This design comes from an exercise in tuning for small area on the open sky130 flow, not from production work.
Only simulation tests tie the RTL to the original design; equivalence was not proved.
Power figures rest on the tool's default switching activity, not on a simulated workload. The flow treats the clock pin as an ideal source, which a real chip does not have.

==> v16: inputs <==
==> flow/design.v <==
module write_back #(
  parameter int unsigned XLEN  = 32,
  parameter int unsigned NREG  = 32,
  parameter int unsigned CNT_W = 64
) (
  input  logic             clk,
  input  logic             rst_n,
  input  logic             halt,
  input  logic             wb_valid,
  input  logic [XLEN-1:0]  instruction_in,
  input  logic [XLEN-1:0]  wb_data_in,
  input  logic [4:0]       rs1_addr,
  input  logic [4:0]       rs2_addr,
  input  logic             cnt_we,
  input  logic             cnt_sel,
  input  logic             cnt_hi,
  input  logic [31:0]      cnt_wdata,
  output logic [XLEN-1:0]  rs1_data,
  output logic [XLEN-1:0]  rs2_data,
  output logic [4:0]       fwd_rd,
  output logic [XLEN-1:0]  fwd_data,
  output logic [CNT_W-1:0] instret,
  output logic [CNT_W-1:0] cycle,
  output logic             illegal_instr
);
  logic [XLEN-1:0]  r_regs [1:31];
  logic [4:0]       r_fwd_rd;
  logic [XLEN-1:0]  r_fwd_data;
  logic [CNT_W-1:0] r_instret;
  logic [CNT_W-1:0] r_cycle;
  logic             r_illegal;
  logic [6:0] w_opc;
  logic [4:0] w_rd;
  logic       w_valid;
  logic       w_writes;
  logic       w_legal;
  logic       w_retire;
  logic       w_we;
  assign w_opc = instruction_in[6:0];
  assign w_rd  = instruction_in[11:7];
  assign w_valid = (wb_valid === 1'b1);
  always_comb begin
    w_writes = 1'b0;
    w_legal  = 1'b0;
    case (w_opc)
      7'b0110011, 7'b0010011, 7'b0110111, 7'b0010111,
      7'b0000011, 7'b1101111, 7'b1100111: begin
        w_writes = 1'b1;
        w_legal  = 1'b1;
      end
      7'b0100011, 7'b1100011: w_legal = 1'b1;
      default: ;
    endcase
  end
  assign w_retire = rst_n & w_valid & ~halt;
  assign w_we     = w_retire & w_writes & (w_rd != 5'd0);
  logic [31:0]     w_dec;
  logic [XLEN-1:0] w_wdata;
  wb_dec5 u_wdec (.en(w_we), .a(w_rd), .y(w_dec));
  assign w_wdata = wb_data_in & {XLEN{rst_n}};
  always_ff @(posedge clk) begin
    for (int i = 1; i < 32; i++)
      if (w_dec[i] | ~rst_n) r_regs[i] <= w_wdata;
    if (w_we | ~rst_n) r_fwd_data <= w_wdata;
  end
  logic [32*XLEN-1:0] r_src;
  always_comb begin
    r_src[XLEN-1:0] = '0;
    for (int i = 1; i < 32; i++) r_src[i*XLEN +: XLEN] = r_regs[i];
  end
  logic [4*32-1:0] s1_sel, s2_sel;
  logic            s1_byp, s2_byp;
  wb_rdsel u_r1sel (.a(rs1_addr), .sel(s1_sel));
  wb_rdsel u_r2sel (.a(rs2_addr), .sel(s2_sel));
  assign s1_byp = w_we & (w_rd == rs1_addr);
  assign s2_byp = w_we & (w_rd == rs2_addr);
  logic [XLEN-1:0] w_wdn;
  assign w_wdn = ~wb_data_in;
  wb_rdport u_rd1 (.sel4(s1_sel), .src(r_src), .byp(s1_byp), .wdn(w_wdn), .data(rs1_data));
  wb_rdport u_rd2 (.sel4(s2_sel), .src(r_src), .byp(s2_byp), .wdn(w_wdn), .data(rs2_data));
  logic        ld_c_lo, ld_c_hi, ld_i_lo, ld_i_hi, inc_c, inc_i;
  logic [31:0] cnt_wn;
  assign cnt_wn  = ~(cnt_wdata & {32{rst_n}});
  assign ld_c_lo = ~rst_n | (cnt_we & ~cnt_sel & ~cnt_hi);
  assign ld_c_hi = ~rst_n | (cnt_we & ~cnt_sel &  cnt_hi);
  assign ld_i_lo = ~rst_n | (cnt_we &  cnt_sel & ~cnt_hi);
  assign ld_i_hi = ~rst_n | (cnt_we &  cnt_sel &  cnt_hi);
  assign inc_c   = ~(cnt_we & ~cnt_sel);
  assign inc_i   = ~(cnt_we & cnt_sel) & w_retire & w_legal;
  logic [CNT_W-1:0] c_next, i_next;
  wb_counter u_cyc (.q(r_cycle),   .inc(inc_c), .ld_lo(ld_c_lo), .ld_hi(ld_c_hi),
                    .wn(cnt_wn), .d(c_next));
  wb_counter u_ins (.q(r_instret), .inc(inc_i), .ld_lo(ld_i_lo), .ld_hi(ld_i_hi),
                    .wn(cnt_wn), .d(i_next));
  always_ff @(posedge clk) begin
    r_cycle   <= c_next;
    r_instret <= i_next;
    r_fwd_rd  <= w_we ? w_rd : 5'd0;
    r_illegal <= w_retire & ~w_legal;
  end
  assign fwd_rd        = r_fwd_rd;
  assign fwd_data      = r_fwd_data;
  assign instret       = r_instret;
  assign cycle         = r_cycle;
  assign illegal_instr = r_illegal;
endmodule
module wb_dec5 (
  input  logic        en,
  input  logic [4:0]  a,
  output logic [31:0] y
);
  always_comb begin
    y = '0;
    y[a] = en;
    y[0] = 1'b0;
  end
endmodule
module wb_rdsel (
  input  logic [4:0]       a,
  output logic [4*32-1:0]  sel
);
  logic [3:0] pa_n;    
  logic [7:0] pb_n;    
  always_comb begin
    for (int j = 0; j < 4; j++) pa_n[j] = ~(a[1:0] == 2'(j));
    for (int j = 0; j < 8; j++) pb_n[j] = ~(a[4:2] == 3'(j));
  end
  for (genvar c = 0; c < 4; c++) begin : g_copy
    assign sel[32*c] = 1'b0;
    for (genvar i = 1; i < 32; i++) begin : g_sel
      wb_nor2 u_sel (.a(pa_n[i % 4]), .b(pb_n[i / 4]), .y(sel[32*c + i]));
    end
  end
endmodule
module wb_rdport (
  input  logic [4*32-1:0]  sel4,
  input  logic [32*32-1:0] src,
  input  logic             byp,
  input  logic [31:0]      wdn,
  output logic [31:0]      data
);
  for (genvar b = 0; b < 32; b++) begin : g_bit
    logic [31:0] sel;
    logic [10:0] y;
    logic [2:0]  n;
    assign sel = sel4[32*(b/8) +: 32];
    for (genvar k = 0; k < 10; k++) begin : g_t
      wb_aoi222 u_aoi (
        .a1(sel[3*k+1]), .b1(src[(3*k+1)*32+b]),
        .a2(sel[3*k+2]), .b2(src[(3*k+2)*32+b]),
        .a3(sel[3*k+3]), .b3(src[(3*k+3)*32+b]),
        .y(y[k])
      );
    end
    wb_nand2 u_n31 (.a(sel[31]), .b(src[31*32+b]), .y(y[10]));
    wb_nand4 u_n0 (.a(y[0]), .b(y[1]), .c(y[2]),  .d(y[3]), .y(n[0]));
    wb_nand4 u_n1 (.a(y[4]), .b(y[5]), .c(y[6]),  .d(y[7]), .y(n[1]));
    wb_nand3 u_n2 (.a(y[8]), .b(y[9]), .c(y[10]),           .y(n[2]));
    wb_rdfin u_fin (.n(n), .byp(byp), .wdn(wdn[b]), .o(data[b]));
  end
endmodule
module wb_nor2 (input logic a, b, output logic y);
  assign y = ~(a | b);
endmodule
module wb_nand3 (input logic a, b, c, output logic y);
  assign y = ~(a & b & c);
endmodule
module wb_nand4 (input logic a, b, c, d, output logic y);
  assign y = ~(a & b & c & d);
endmodule
module wb_rdfin (input logic [2:0] n, input logic byp, wdn, output logic o);
  assign o = byp ? ~wdn : (|n);
endmodule
module wb_aoi222 (input logic a1, b1, a2, b2, a3, b3, output logic y);
  assign y = ~((a1 & b1) | (a2 & b2) | (a3 & b3));
endmodule
module wb_nand2 (input logic a, b, output logic y);
  assign y = ~(a & b);
endmodule
module wb_and3 (input logic a, b, c, output logic y);
  assign y = a & b & c;
endmodule
module wb_counter (
  input  logic [63:0] q,
  input  logic        inc,
  input  logic        ld_lo,
  input  logic        ld_hi,
  input  logic [31:0] wn,
  output logic [63:0] d
);
  logic [3:0] g;
  logic [3:0] cin;
  for (genvar k = 0; k < 4; k++) begin : g_and
    assign g[k] = &q[16*k +: 16];
  end
  assign cin[0] = inc;
  assign cin[1] = inc & g[0];
  assign cin[2] = inc & g[0] & g[1];
  assign cin[3] = inc & g[0] & g[1] & g[2];
  for (genvar k = 0; k < 4; k++) begin : g_seg
    logic       ld;
    logic [8:0] c;     
    logic [7:0] nc;    
    assign ld   = (k < 2) ? ld_lo : ld_hi;
    assign c[0] = cin[k];
    for (genvar j = 0; j < 8; j++) begin : g_pair
      localparam int E = 16*k + 2*j;
      wb_cnt_sum #(.INV(0)) u_se (.q(q[E]), .c(c[j]), .ld(ld),
                                  .wn(wn[E % 32]), .d(d[E]));
      wb_nand2 u_nc (.a(q[E]), .b(c[j]), .y(nc[j]));
      wb_cnt_sum #(.INV(1)) u_so (.q(q[E+1]), .c(nc[j]), .ld(ld),
                                  .wn(wn[(E+1) % 32]), .d(d[E+1]));
      if (j < 7) begin : g_c
        wb_and3 u_c (.a(q[E]), .b(q[E+1]), .c(c[j]), .y(c[j+1]));
      end else begin : g_nc
        assign c[j+1] = 1'b0;
      end
    end
  end
endmodule
module wb_cnt_sum #(parameter bit INV = 0) (input logic q, c, ld, wn, output logic d);
  assign d = ld ? ~wn : (q ^ c ^ INV);
endmodule
==> flow/flow/run.sh <==
#!/bin/bash
set -euo pipefail
export BUFFER_PORTS_ARGS="-buffer_cell sky130_fd_sc_hd__buf_1"
export CTS_ARGS="-sink_clustering_enable -repair_clock_nets -dont_use_dummy_load -buf_list sky130_fd_sc_hd__clkbuf_16 -sink_clustering_size 30 -sink_clustering_max_diameter 100"
bash standard.sh MATCH_CELL_FOOTPRINT=0 finish > standard_flow.log 2>&1
==> flow/standard.sh <==
#!/bin/bash
# synth_recipe.tcl (not shown) runs the flow's synth.tcl, then flattens the netlist and writes it again
# the make line also repeats each setting of config.mk as NAME=value (left out here)
make -C /OpenROAD-flow-scripts/flow DESIGN_CONFIG=/design/flow/config.mk WORK_HOME=/design/flow/orfs CLKGATE_MAP_FILE= SYNTH_SCRIPT=/design/flow/synth_recipe.tcl "${@:-finish}"
==> flow/config.mk <==
export PLATFORM = sky130hd
export DESIGN_NAME = write_back
export DESIGN_NICKNAME = write_back
export VERILOG_FILES = /design/flow/design.v
export SDC_FILE = /design/flow/constraint.sdc
export NUM_CORES = 4
export LEC_CHECK = 0
export CAP_MARGIN = 20
export CORE_MARGIN = 2
export CORE_UTILIZATION = 60
export PLACE_DENSITY = 0.75
export SETUP_SLACK_MARGIN = 0.1
export SLEW_MARGIN = 20
export SYNTH_HIERARCHICAL = 1
export SYNTH_MINIMUM_KEEP_SIZE = 0
==> flow/constraint.sdc <==
create_clock -name core_clock -period 6.0 [get_ports {clk}]
set_input_delay 1.2000 -clock core_clock [delete_from_list [all_inputs] [get_ports {clk}]]
set_output_delay 1.2000 -clock core_clock [all_outputs]
set_load 0.01 [all_outputs]
==> v26 (differences from v16) <==
==> flow/flow/run.sh (replaced) <==
#!/bin/bash
set -euo pipefail
export BUFFER_PORTS_ARGS="-buffer_cell sky130_fd_sc_hd__buf_1"
export CTS_ARGS="-sink_clustering_enable -repair_clock_nets -dont_use_dummy_load -buf_list sky130_fd_sc_hd__clkbuf_16 -sink_clustering_size 24 -sink_clustering_max_diameter 80"
bash standard.sh MATCH_CELL_FOOTPRINT=0 RECOVER_POWER=100 finish > standard_flow.log 2>&1
==> v5 (differences from v16) <==
--- a/flow/design.v
+++ b/flow/design.v
@@ -70,6 +70,6 @@
   end
-  logic [4*32-1:0] s1_sel, s2_sel;
-  logic            s1_byp, s2_byp;
-  wb_rdsel u_r1sel (.a(rs1_addr), .sel(s1_sel));
-  wb_rdsel u_r2sel (.a(rs2_addr), .sel(s2_sel));
+  logic [31:0] s1_dec, s2_dec;
+  logic        s1_byp, s2_byp;
+  wb_dec5 u_r1dec (.en(1'b1), .a(rs1_addr), .y(s1_dec));
+  wb_dec5 u_r2dec (.en(1'b1), .a(rs2_addr), .y(s2_dec));
   assign s1_byp = w_we & (w_rd == rs1_addr);
@@ -78,4 +78,4 @@
   assign w_wdn = ~wb_data_in;
-  wb_rdport u_rd1 (.sel4(s1_sel), .src(r_src), .byp(s1_byp), .wdn(w_wdn), .data(rs1_data));
-  wb_rdport u_rd2 (.sel4(s2_sel), .src(r_src), .byp(s2_byp), .wdn(w_wdn), .data(rs2_data));
+  wb_rdport u_rd1 (.sel(s1_dec), .src(r_src), .byp(s1_byp), .wdn(w_wdn), .data(rs1_data));
+  wb_rdport u_rd2 (.sel(s2_dec), .src(r_src), .byp(s2_byp), .wdn(w_wdn), .data(rs2_data));
   logic        ld_c_lo, ld_c_hi, ld_i_lo, ld_i_hi, inc_c, inc_i;
@@ -117,21 +117,4 @@
 endmodule
-module wb_rdsel (
-  input  logic [4:0]       a,
-  output logic [4*32-1:0]  sel
-);
-  logic [3:0] pa_n;    
-  logic [7:0] pb_n;    
-  always_comb begin
-    for (int j = 0; j < 4; j++) pa_n[j] = ~(a[1:0] == 2'(j));
-    for (int j = 0; j < 8; j++) pb_n[j] = ~(a[4:2] == 3'(j));
-  end
-  for (genvar c = 0; c < 4; c++) begin : g_copy
-    assign sel[32*c] = 1'b0;
-    for (genvar i = 1; i < 32; i++) begin : g_sel
-      wb_nor2 u_sel (.a(pa_n[i % 4]), .b(pb_n[i / 4]), .y(sel[32*c + i]));
-    end
-  end
-endmodule
 module wb_rdport (
-  input  logic [4*32-1:0]  sel4,
+  input  logic [31:0]      sel,
   input  logic [32*32-1:0] src,
@@ -142,6 +125,3 @@
   for (genvar b = 0; b < 32; b++) begin : g_bit
-    logic [31:0] sel;
     logic [10:0] y;
-    logic [2:0]  n;
-    assign sel = sel4[32*(b/8) +: 32];
     for (genvar k = 0; k < 10; k++) begin : g_t
@@ -155,19 +135,4 @@
     wb_nand2 u_n31 (.a(sel[31]), .b(src[31*32+b]), .y(y[10]));
-    wb_nand4 u_n0 (.a(y[0]), .b(y[1]), .c(y[2]),  .d(y[3]), .y(n[0]));
-    wb_nand4 u_n1 (.a(y[4]), .b(y[5]), .c(y[6]),  .d(y[7]), .y(n[1]));
-    wb_nand3 u_n2 (.a(y[8]), .b(y[9]), .c(y[10]),           .y(n[2]));
-    wb_rdfin u_fin (.n(n), .byp(byp), .wdn(wdn[b]), .o(data[b]));
+    wb_rdfin u_fin (.y(y), .byp(byp), .wdn(wdn[b]), .o(data[b]));
   end
-endmodule
-module wb_nor2 (input logic a, b, output logic y);
-  assign y = ~(a | b);
-endmodule
-module wb_nand3 (input logic a, b, c, output logic y);
-  assign y = ~(a & b & c);
-endmodule
-module wb_nand4 (input logic a, b, c, d, output logic y);
-  assign y = ~(a & b & c & d);
-endmodule
-module wb_rdfin (input logic [2:0] n, input logic byp, wdn, output logic o);
-  assign o = byp ? ~wdn : (|n);
 endmodule
@@ -181,2 +146,5 @@
   assign y = a & b & c;
+endmodule
+module wb_rdfin (input logic [10:0] y, input logic byp, wdn, output logic o);
+  assign o = byp ? ~wdn : ~(&y);
 endmodule
==> flow/run.sh (new file) <==
#!/bin/bash
# synth_recipe.tcl (not shown) runs the flow's synth.tcl, then flattens the netlist and writes it again
# the make line also repeats each setting of config.mk as NAME=value (left out here)
make -C /OpenROAD-flow-scripts/flow DESIGN_CONFIG=/design/flow/config.mk WORK_HOME=/design/flow/orfs CLKGATE_MAP_FILE= SYNTH_SCRIPT=/design/flow/synth_recipe.tcl finish
SETUP_SLACK_MARGIN = default   (was 0.1)
removed: flow/flow/run.sh
removed: flow/standard.sh
==> summary of the runs <==
Die area is about the same in v26 and v5. Between v5 and v26, the lower synthesized cell count is in v5 (gap about 4.5%, measured against v26). Against v5, the combinational power of v26 is lower by 19%. Of v5 and v26, v5 has the higher first-iteration DRC count (gap about 20%, measured against v26). Register-to-register slack is about the same in v16 and v26. The highest maximum frequency belongs to v16, the lowest to v5. The lowest critical path depth belongs to v16, the highest to v5. In v16 the clock skew is lower than in v26, by 0.015 ns. v26 completed and failed the layout checks on capacitance limit, slew limit. v5 reached the layout checks and failed them: setup timing. v16 ran to the end with no violations. In v16 the utilization is lower than in v5, by 11 points. In v26 the hold slack is lower than in v5, by 0.0012 ns.
==> figures <==
Internal portion of total power: v5 14,300 µW; v16 11,300 µW; v26 11,600 µW
Worst-path fanout max: v5 9; v16 9; v26 13
Synthesized instance count: v5 2,984; v16 3,123; v26 3,123
Signal buffers: v5 679; v16 403; v26 403
Deepest level of the CTS H-tree: v5 3; v16 2; v26 2
Timing endpoint of the critical path: v5 rs1_data[7]; v16 rs2_data[5]; v26 rs1_data[31]
Startpoint of the worst setup timing path: v5 rs1_addr[4]; v16 rs2_addr[3]; v26 rs1_addr[2]
Pwr/cell area: v5 312 nW/µm²; v16 289 nW/µm²; v26 297 nW/µm²
Endpoints failing setup: v5 10; v16 0; v26 0
Comb_multi_in: v5 1,775; v16 1,912; v26 1,912
Critical Path Max Stage Delay: v5 0.55 ns; v16 0.79 ns; v26 0.70 ns
Final worst path period share: v5 101%; v16 92.8%; v26 96.4%
Worst path buffer plus inverter count: v5 7; v16 2; v26 3
Status: v5 failed layout checks; v16 complete, no violations; v26 failed layout checks
Reasons for failing layout checks: v5 setup timing; v16 -; v26 capacitance limit, slew limit
DRT iter0 DRCs: v5 12,200; v16 9,720; v26 10,100
First-pass GRT wire length: v5 257 mm; v16 226 mm; v26 227 mm
Count of inverters not on the clock network in the layout: v5 42; v16 37; v26 37
Depth of the critical timing path with buffers and inverters included: v5 13; v16 8; v26 9
Minimum clock period after layout: v5 6.06 ns; v16 5.57 ns; v26 5.79 ns
Pins Over Slew Limit: v5 0; v16 0; v26 2,125
Hold Crit Endpoint: v5 r_cycle[63]; v16 r_cycle[62]; v26 r_instret[62]

==> afterwards: timing with drivers on the ports <==
In the flow no input, the clock included, has a driving cell. The finished layouts below were timed again as built, in two steps. Step 1 assumes that a clkbuf_16 drives the clock port and a buf_2 every other input. Step 2 also shifts input and output timing later by t, the mid clock arrival at the registers, as if the neighbouring blocks saw the same clock. Three values: ideal ports, drivers, drivers and shift; two values: the first two.
run	shift t [ns]	slack for setup (ns)	clock arrival spread, ns	slew at the worst register clock pin (ns)
v16	0.704	0.429 / 0.367 / 0.367	0.071 / 0.071	0.12 / 0.12
v26	0.722	0.213 / 0.143 / 0.070	0.072 / 0.072	0.10 / 0.10
v5	0.759	-0.061 / -0.100 / -0.100	0.042 / 0.042	0.07 / 0.07
The setup slack of v26, which loses most, moves by -0.070 ns with the drivers and by -0.143 ns with both steps.
